This design comes from an exercise in tuning for small area, a short achievable clock period and few clock cycles on the open sky130 flow, not from production work.
Only simulation tests tie the RTL to the original design; equivalence was not proved.
Power figures rest on the tool's default switching activity, not on a simulated workload.

## pepper
// array_insert_delete_at_position_unit
module array_insert_delete_at_position_unit (
  input  logic                                clk,
  input  logic                                rst_n,
  input  logic                                in_valid,
  output logic                                in_ready,
  input  logic                                in_op,
  input  logic [aidp_pkg::POS_W-1:0]          in_position,
  input  logic signed [aidp_pkg::DATA_W-1:0]  in_value,
  output logic                                out_valid,
  input  logic                                out_ready,
  output logic [aidp_pkg::STAT_W-1:0]         out_status,
  output logic signed [aidp_pkg::DATA_W-1:0]  out_element,
  output logic                                out_last
);
  localparam int W = aidp_pkg::DATA_W;
  localparam logic [2:0] M_FRONT = 3'd0;    
  localparam logic [2:0] M_INS   = 3'd1;    
  localparam logic [2:0] M_DEL   = 3'd2;    
  localparam logic [2:0] M_ROT   = 3'd3;    
  ...
make LEC_CHECK=0 CAP_MARGIN=20 CORE_MARGIN=2 CORE_UTILIZATION=60 PLACE_DENSITY=0.7 SETUP_SLACK_MARGIN=2.6 SLEW_MARGIN=20 finish   # period 5.0 ns
run.sh (not shown) runs the stock make flow with config.mk's settings and CLKGATE_MAP_FILE= SYNTH_SCRIPT=/design/flow/synth_recipe.tcl, a recipe that flattens the netlist after the stock synthesis.
Testbench counts of pepper, summed over its fixed seeds: cycles 40,830.
Modified inputs, quartz compared to pepper
Settings: CTS_CLUSTER_DIAMETER newly set to 80; CTS_CLUSTER_SIZE newly set to 24.
Findings:
Cmp quartz and pepper / post-route total power / lower: quartz
Hold slack: quartz > pepper
quartz gives less reg2reg setup slack than pepper did.
Taking pepper as the reference, in quartz clock power lost 41%, sequential cell count neither gained nor lost much.
The number of cells upsized or downsized after cts of quartz exceeds that of pepper by 8.6%.
Per the comparison of quartz with pepper, number of buffers outside the clock class in the layout fell by 4, worst setup slack fell by 0.015 ns.
Edits applied to the flow inputs when going from quartz to onyx:
Settings: a deleted CTS_CLUSTER_DIAMETER that had been 80; a change of PLACE_DENSITY from 0.7 to 0.6; a deleted CTS_CLUSTER_SIZE that had been 24; a change of CORE_UTILIZATION from 60 to 45.
Results
Looking at static leakage across quartz and onyx, the one that comes out lower is quartz. The final worst-path setup slack of onyx falls short of that of quartz by 0.047 ns. Looking at cell area across quartz and onyx, the one that comes out lower is quartz. Comparing worst hold slack for quartz and onyx, the smaller number came from onyx.
### onyx -> xenon
Settings: changing CORE_UTILIZATION from 45 to 60; changing PLACE_DENSITY from 0.6 to 0.7; setting CTS_CLUSTER_DIAMETER to 100 for the first time; changing SETUP_SLACK_MARGIN from 2.6 to 2.3; setting CTS_CLUSTER_SIZE to 30 for the first time.
[summary]
xenon ran to completion and came out clean on the timing, DRC and antenna checks.
Share of final-layout standard cells stronger than drive strength 1 ended up 5.7 points lower on xenon than on onyx.
Power per cell area, xenon and onyx: larger value in onyx
Summary of xenon over onyx: global-route met1 utilization increased 8.8 points, layout clock buffer count decreased 98.

north:
array_insert_delete_at_position_unit, a different RTL version from the one above (not shown whole).
Size: about 1200 flip-flops, roughly 31000 µm² of cells after synthesis.
Settings: LEC_CHECK=0, CAP_MARGIN=20, CORE_MARGIN=2, CORE_UTILIZATION=55, CTS_CLUSTER_DIAMETER=70, CTS_CLUSTER_SIZE=30, PLACE_DENSITY=0.65, SETUP_SLACK_MARGIN=2.75, SLEW_MARGIN=20; clock period 5.0 ns.
Testbench counts of north, summed over its fixed seeds: cycles 41,175.
## Diff of input files: south against north
- changing PLACE_DENSITY from 0.65 to 0.7
- changing CORE_UTILIZATION from 55 to 60
- changing CTS_CLUSTER_DIAMETER from 70 to 100
### Flow results
- Taking north as the reference point, the portion of the clock cycle consumed by the worst path in the final layout of south falls by 0.99 points.
- Chip height ends up higher on north.
- Count of clock-buffer cells in the layout (south vs. north) decreases by a few percent
- Placement-stage cell area for south: about 0.43% down relative to north
- The headroom to the max-slew limit of south was inferior to that of north.
- For the slew of the pin with the lowest slew margin, south came in 0.086 ns higher than north did.
- Looking at critical path start-end classification, the flip-flop to primary output result is from north; the flip-flop to flip-flop one comes from south.

afterwards: timing with drivers on the ports:
In the flow no input, the clock included, has a driving cell. The finished layouts below were timed again as built, in two steps.
Step 1 sets driving cells, clkbuf_16 on the clock port and buf_2 on the other inputs (assumed; they add their load-dependent delay and slew).
Step 2, shift: input delay + t, output delay - t, t = (earliest + latest rising clock arrival at the registers) / 2. This alone moves slack from input paths to output paths.
Three values: ideal, step 1, step 2; two values: the first two.
| run | shift t [ns] | setup WS [ns] | worst setup path after step 2 | worst data-port slew with drivers (ns) |
|---|---|---|---|---|
| pepper | 0.717 | 2.609 / 2.567 / 1.983 | input to register | 0.04 |
| quartz | 0.707 | 2.593 / 2.572 / 2.050 | input to register | 0.04 |
| onyx | 0.735 | 2.546 / 2.546 / 1.889 | input to register | 0.04 |
| xenon | 0.687 | 2.324 / 2.324 / 1.780 | input to register | 0.04 |
| north | 0.689 | 2.689 / 2.627 / 2.162 | input to register | 0.04 |
| south | 0.680 | 2.738 / 2.736 / 2.160 | input to register | 0.05 |
After both steps every run listed still meets setup and hold. The setup slack of onyx, which loses most, moves by 0.000 ns with the drivers and by -0.657 ns with both steps.
